Context: an optimization exercise on an open-source flow, tuned for small area. The choices shown serve that exercise and are no tape-out recipe.
Function was checked by simulation only, so behaviour that the tests miss may differ from the original.
No activity file was given, so power comes from the tool's default toggle rates.

==> flow/design.v <==
package dcache_pkg;
  typedef logic [32-1:0] word_t;
endpackage
`timescale 1ns/1ps
module dcache (
  input  logic               CLK,
  input  logic               nRST,
  input  logic               dmem_ren,
  input  logic               dmem_wen,
  input  dcache_pkg::word_t  dmem_addr,
  input  dcache_pkg::word_t  dmem_store,
  output logic               dhit,
  output dcache_pkg::word_t  dmem_load,
  input  logic               dwait,
  input  dcache_pkg::word_t  dload,
  output logic               dren,
  output logic               dwen,
  output dcache_pkg::word_t  daddr,
  output dcache_pkg::word_t  dstore,
  input  logic               cc_grant,
  output logic               cc_inv_req,
  output dcache_pkg::word_t  cc_addr,
  input  logic               snoop_req,
  input  logic               snoop_excl,
  input  dcache_pkg::word_t  snoop_addr,
  output logic               snoop_ack
);
  localparam int IW = 3;
  localparam int TW = (32 - 3 - 3);
  localparam int WW = 32;
  localparam int NS = 2**IW;
  localparam logic [3:0] IDLE        = 4'd0;
  localparam logic [3:0] INV_REQ     = 4'd1;
  localparam logic [3:0] EVICT_WB1   = 4'd2;
  localparam logic [3:0] EVICT_WB2   = 4'd3;
  localparam logic [3:0] FILL1       = 4'd4;
  localparam logic [3:0] FILL2       = 4'd5;
  localparam logic [3:0] FILL_DONE   = 4'd6;
  localparam logic [3:0] SNOOP_WB1   = 4'd7;
  localparam logic [3:0] SNOOP_WB2   = 4'd8;
  localparam logic [3:0] SNOOP_TRANS = 4'd9;
  logic [3:0] state, nxt_state;
  logic [NS-1:0] valid0, valid1, dirty0, dirty1;
  logic [NS-1:0] lru;
  logic          victim_q;
  logic [TW-1:0] tag0 [NS];
  logic [TW-1:0] tag1 [NS];
  logic [WW-1:0] dat0 [NS][2];
  logic [WW-1:0] dat1 [NS][2];
  logic s_idle, s_inv, s_ewb1, s_ewb2, s_f1, s_f2, s_fd, s_swb1, s_swb2, s_st;
  assign s_idle = (state == IDLE);
  assign s_inv  = (state == INV_REQ);
  assign s_ewb1 = (state == EVICT_WB1);
  assign s_ewb2 = (state == EVICT_WB2);
  assign s_f1   = (state == FILL1);
  assign s_f2   = (state == FILL2);
  assign s_fd   = (state == FILL_DONE);
  assign s_swb1 = (state == SNOOP_WB1);
  assign s_swb2 = (state == SNOOP_WB2);
  assign s_st   = (state == SNOOP_TRANS);
  logic evict, snoop_wb, word2;
  assign evict    = s_ewb1 | s_ewb2;
  assign snoop_wb = s_swb1 | s_swb2;
  assign word2    = s_ewb2 | s_swb2 | s_f2;
  logic          snoop_mode;
  logic [IW-1:0] dm_idx, ridx;
  logic [TW-1:0] ctag;
  assign snoop_mode = (s_idle & snoop_req) | snoop_wb | s_st;
  assign dm_idx     = dmem_addr[IW+2:3];
  assign ridx       = snoop_mode ? snoop_addr[IW+2:3] : dm_idx;
  assign ctag       = snoop_mode ? snoop_addr[WW-1:IW+3] : dmem_addr[WW-1:IW+3];
  logic          rv0, rv1, rd0, rd1;
  logic [TW-1:0] rt0, rt1;
  logic          hit0, hit1, any, hdirty;
  assign rv0    = valid0[ridx];
  assign rv1    = valid1[ridx];
  assign rd0    = dirty0[ridx];
  assign rd1    = dirty1[ridx];
  assign rt0    = tag0[ridx];
  assign rt1    = tag1[ridx];
  assign hit0   = rv0 && (rt0 == ctag);
  assign hit1   = rv1 && (rt1 == ctag);
  assign any    = hit0 | hit1;
  assign hdirty = hit1 ? rd1 : rd0;
  logic pick, pick_dirty;
  assign pick       = !rv0 ? 1'b0 : (!rv1 ? 1'b1 : lru[ridx]);
  assign pick_dirty = pick ? rd1 : rd0;
  logic          rword, rway;
  logic [WW-1:0] r0, r1, rdata;
  assign rword = (evict | snoop_wb) ? word2 : dmem_addr[2];
  assign rway  = evict ? victim_q : hit1;
  assign r0    = dat0[ridx][rword];
  assign r1    = dat1[ridx][rword];
  assign rdata = rway ? r1 : r0;
  assign dmem_load = rdata;
  assign dstore    = rdata;
  assign cc_addr   = {dmem_addr[WW-1:3], 3'b000};
  assign daddr     = {(evict ? (victim_q ? rt1 : rt0) : ctag), ridx, word2, 2'b00};
  logic wr_hit, lru_upd;
  assign wr_hit = s_idle & !snoop_req & !dmem_ren & dmem_wen & any & hdirty;
  always_comb
  begin
    nxt_state  = state;
    dhit       = 1'b0;
    dren       = 1'b0;
    dwen       = 1'b0;
    cc_inv_req = 1'b0;
    snoop_ack  = 1'b0;
    case (state)
      IDLE:
      begin
        if (snoop_req)
          nxt_state = (any && hdirty) ? SNOOP_WB1 : SNOOP_TRANS;
        else if (dmem_ren)
        begin
          if (any)
            dhit = 1'b1;
          else
            nxt_state = pick_dirty ? EVICT_WB1 : FILL1;
        end
        else if (dmem_wen)
        begin
          if (any && hdirty)
            dhit = 1'b1;
          else
            nxt_state = INV_REQ;
        end
      end
      INV_REQ:
      begin
        cc_inv_req = 1'b1;
        if (cc_grant)
          nxt_state = any ? FILL_DONE : (pick_dirty ? EVICT_WB1 : FILL1);
      end
      EVICT_WB1:
      begin
        dwen = 1'b1;
        if (!dwait) nxt_state = EVICT_WB2;
      end
      EVICT_WB2:
      begin
        dwen = 1'b1;
        if (!dwait) nxt_state = FILL1;
      end
      FILL1:
      begin
        dren = 1'b1;
        if (!dwait) nxt_state = FILL2;
      end
      FILL2:
      begin
        dren = 1'b1;
        if (!dwait) nxt_state = FILL_DONE;
      end
      FILL_DONE:
      begin
        dhit      = 1'b1;
        nxt_state = IDLE;
      end
      SNOOP_WB1:
      begin
        dwen = 1'b1;
        if (!dwait) nxt_state = SNOOP_WB2;
      end
      SNOOP_WB2:
      begin
        dwen = 1'b1;
        if (!dwait) nxt_state = SNOOP_TRANS;
      end
      SNOOP_TRANS:
      begin
        snoop_ack = 1'b1;
        nxt_state = IDLE;
      end
      default:
        nxt_state = IDLE;
    endcase
  end
  assign lru_upd = (s_idle & !snoop_req & any & (dmem_ren | (!dmem_ren & dmem_wen & hdirty))) | s_fd;
  logic          fill_we, wen, wway, wword;
  logic [WW-1:0] wdat;
  assign fill_we = (s_f1 | s_f2) & !dwait;
  assign wen     = fill_we | wr_hit | (s_fd & dmem_wen);
  assign wway    = (s_f1 | s_f2) ? victim_q : hit1;
  assign wword   = (s_f1 | s_f2) ? s_f2 : dmem_addr[2];
  assign wdat    = (s_f1 | s_f2) ? dload : dmem_store;
  always_ff @(posedge CLK)
  begin
    for (int s = 0; s < NS; s++)
    begin
      if (s_f1 && !dwait && !victim_q && dm_idx == s)
        tag0[s] <= dmem_addr[WW-1:IW+3];
      if (s_f1 && !dwait && victim_q && dm_idx == s)
        tag1[s] <= dmem_addr[WW-1:IW+3];
      for (int k = 0; k < 2; k++)
      begin
        if (wen && !wway && dm_idx == s && wword == k)
          dat0[s][k] <= wdat;
        if (wen && wway && dm_idx == s && wword == k)
          dat1[s][k] <= wdat;
      end
    end
  end
  always_ff @(posedge CLK, negedge nRST)
  begin
    if (!nRST)
    begin
      state    <= IDLE;
      valid0   <= '0;
      valid1   <= '0;
      dirty0   <= '0;
      dirty1   <= '0;
      lru      <= '0;
      victim_q <= 1'b0;
    end
    else
    begin
      state <= nxt_state;
      if (s_idle || s_inv)
        victim_q <= pick;
      if (lru_upd)
        lru[dm_idx] <= ~hit1;
      if (s_f1 && !dwait)
      begin
        if (victim_q) begin valid1[dm_idx] <= 1'b0; dirty1[dm_idx] <= 1'b0; end
        else          begin valid0[dm_idx] <= 1'b0; dirty0[dm_idx] <= 1'b0; end
      end
      if (s_f2 && !dwait)
      begin
        if (victim_q) valid1[dm_idx] <= 1'b1;
        else          valid0[dm_idx] <= 1'b1;
      end
      if (s_fd && dmem_wen)
      begin
        if (hit1) dirty1[dm_idx] <= 1'b1;
        else      dirty0[dm_idx] <= 1'b1;
      end
      if (s_st && any)
      begin
        if (hit1) begin dirty1[ridx] <= 1'b0; if (snoop_excl) valid1[ridx] <= 1'b0; end
        else      begin dirty0[ridx] <= 1'b0; if (snoop_excl) valid0[ridx] <= 1'b0; end
      end
    end
  end
endmodule
Settings: LEC_CHECK=0, CAP_MARGIN=20, CORE_MARGIN=2, CORE_UTILIZATION=40, PLACE_DENSITY=0.6, SETUP_SLACK_MARGIN=0.3, SLEW_MARGIN=20; clock period 12.0 ns.
run.sh (not shown) runs the stock make flow with config.mk's settings and CLKGATE_MAP_FILE= SYNTH_SCRIPT=/design/flow/synth_recipe.tcl, a recipe that flattens the netlist after the stock synthesis.
The baseline finished clean.
Edit:
==> flow/flow/run.sh (new file) <==
#!/bin/bash
# Own layout flow: the standard flow with an area-oriented ABC script,
# a denser floorplan, small port buffers and a clock tree of small buffers
# without dummy loads.
set -euo pipefail
W=$(pwd)
export FLOW_WORK=$W
export AREA_ABC_SCRIPT=$W/flow/area.abc
export BUFFER_PORTS_ARGS="-buffer_cell sky130_fd_sc_hd__buf_1"
export CTS_ARGS="-sink_clustering_enable -repair_clock_nets -dont_use_dummy_load -buf_list {sky130_fd_sc_hd__clkbuf_4 sky130_fd_sc_hd__clkbuf_8}"
bash standard.sh SYNTH_SCRIPT=$W/flow/synth_abc.tcl finish > $W/flow_make.log 2>&1
==> flow/flow/area.abc (new file) <==
strash
ifraig
dc2
strash
&get -n
&dch -f
&nf -R 1000
&put
==> flow/flow/synth_abc.tcl (new file) <==
# The standard flow's synthesis, with ABC run on an area-oriented script. Registers are
# mapped before ABC runs, so they are the standard synthesis's.
proc abc {args} {
  set i [lsearch -exact $args -script]
  if {$i >= 0} {
    lset args [expr {$i+1}] $::env(AREA_ABC_SCRIPT)
  }
  yosys abc {*}$args
}
source $::env(FLOW_WORK)/synth_recipe.tcl
==> flow/standard.sh (new file) <==
#!/bin/bash
# synth_recipe.tcl (not shown) runs the flow's synth.tcl, then flattens the netlist and writes it again
# the make line also repeats each setting of config.mk as NAME=value (left out here)
make -C /OpenROAD-flow-scripts/flow DESIGN_CONFIG=/design/flow/config.mk WORK_HOME=/design/flow/orfs CLKGATE_MAP_FILE= SYNTH_SCRIPT=/design/flow/synth_recipe.tcl "${@:-finish}"
Settings changed: CORE_UTILIZATION 40 to 65, PLACE_DENSITY 0.6 to 0.75.
removed: flow/run.sh
=> The new run passed the timing, design-rule and antenna checks. Core utilization rose by 26 points. Via count fell by 7.3%. Total power fell by 15%. Final area fell by 11%. Setup slack is better by 410 ps. Final cell count fell by 20%. Routed wire length fell by 16%. Clock skew rose by 69 ps.

## separate check: timing with driven ports
The results above use ideal ports. As a check the final layouts listed here were re-extracted and re-timed, cells and wires unchanged. Step 1: set_driving_cell puts a clkbuf_16 on CLK and a buf_2 on each other input, an assumption about the parent block. Step 2, shift: input delay + t, output delay - t, t = (earliest + latest rising clock arrival at the registers) / 2. This alone moves slack from input paths to output paths. Three values: no drivers, after step 1, after step 2; two values: the first two.
run | t (ns) | slack for setup (ns) | worst setup path at the end
the first run | 0.842 | 0.522 / 0.501 / 0.501 | input to output
the second run | 0.948 | 0.932 / 0.909 / 0.909 | input to output
After both steps every run listed still meets setup and hold. For the second run, which loses most, drivers alone change the setup slack by -0.023 ns; drivers and shift together by -0.023 ns.
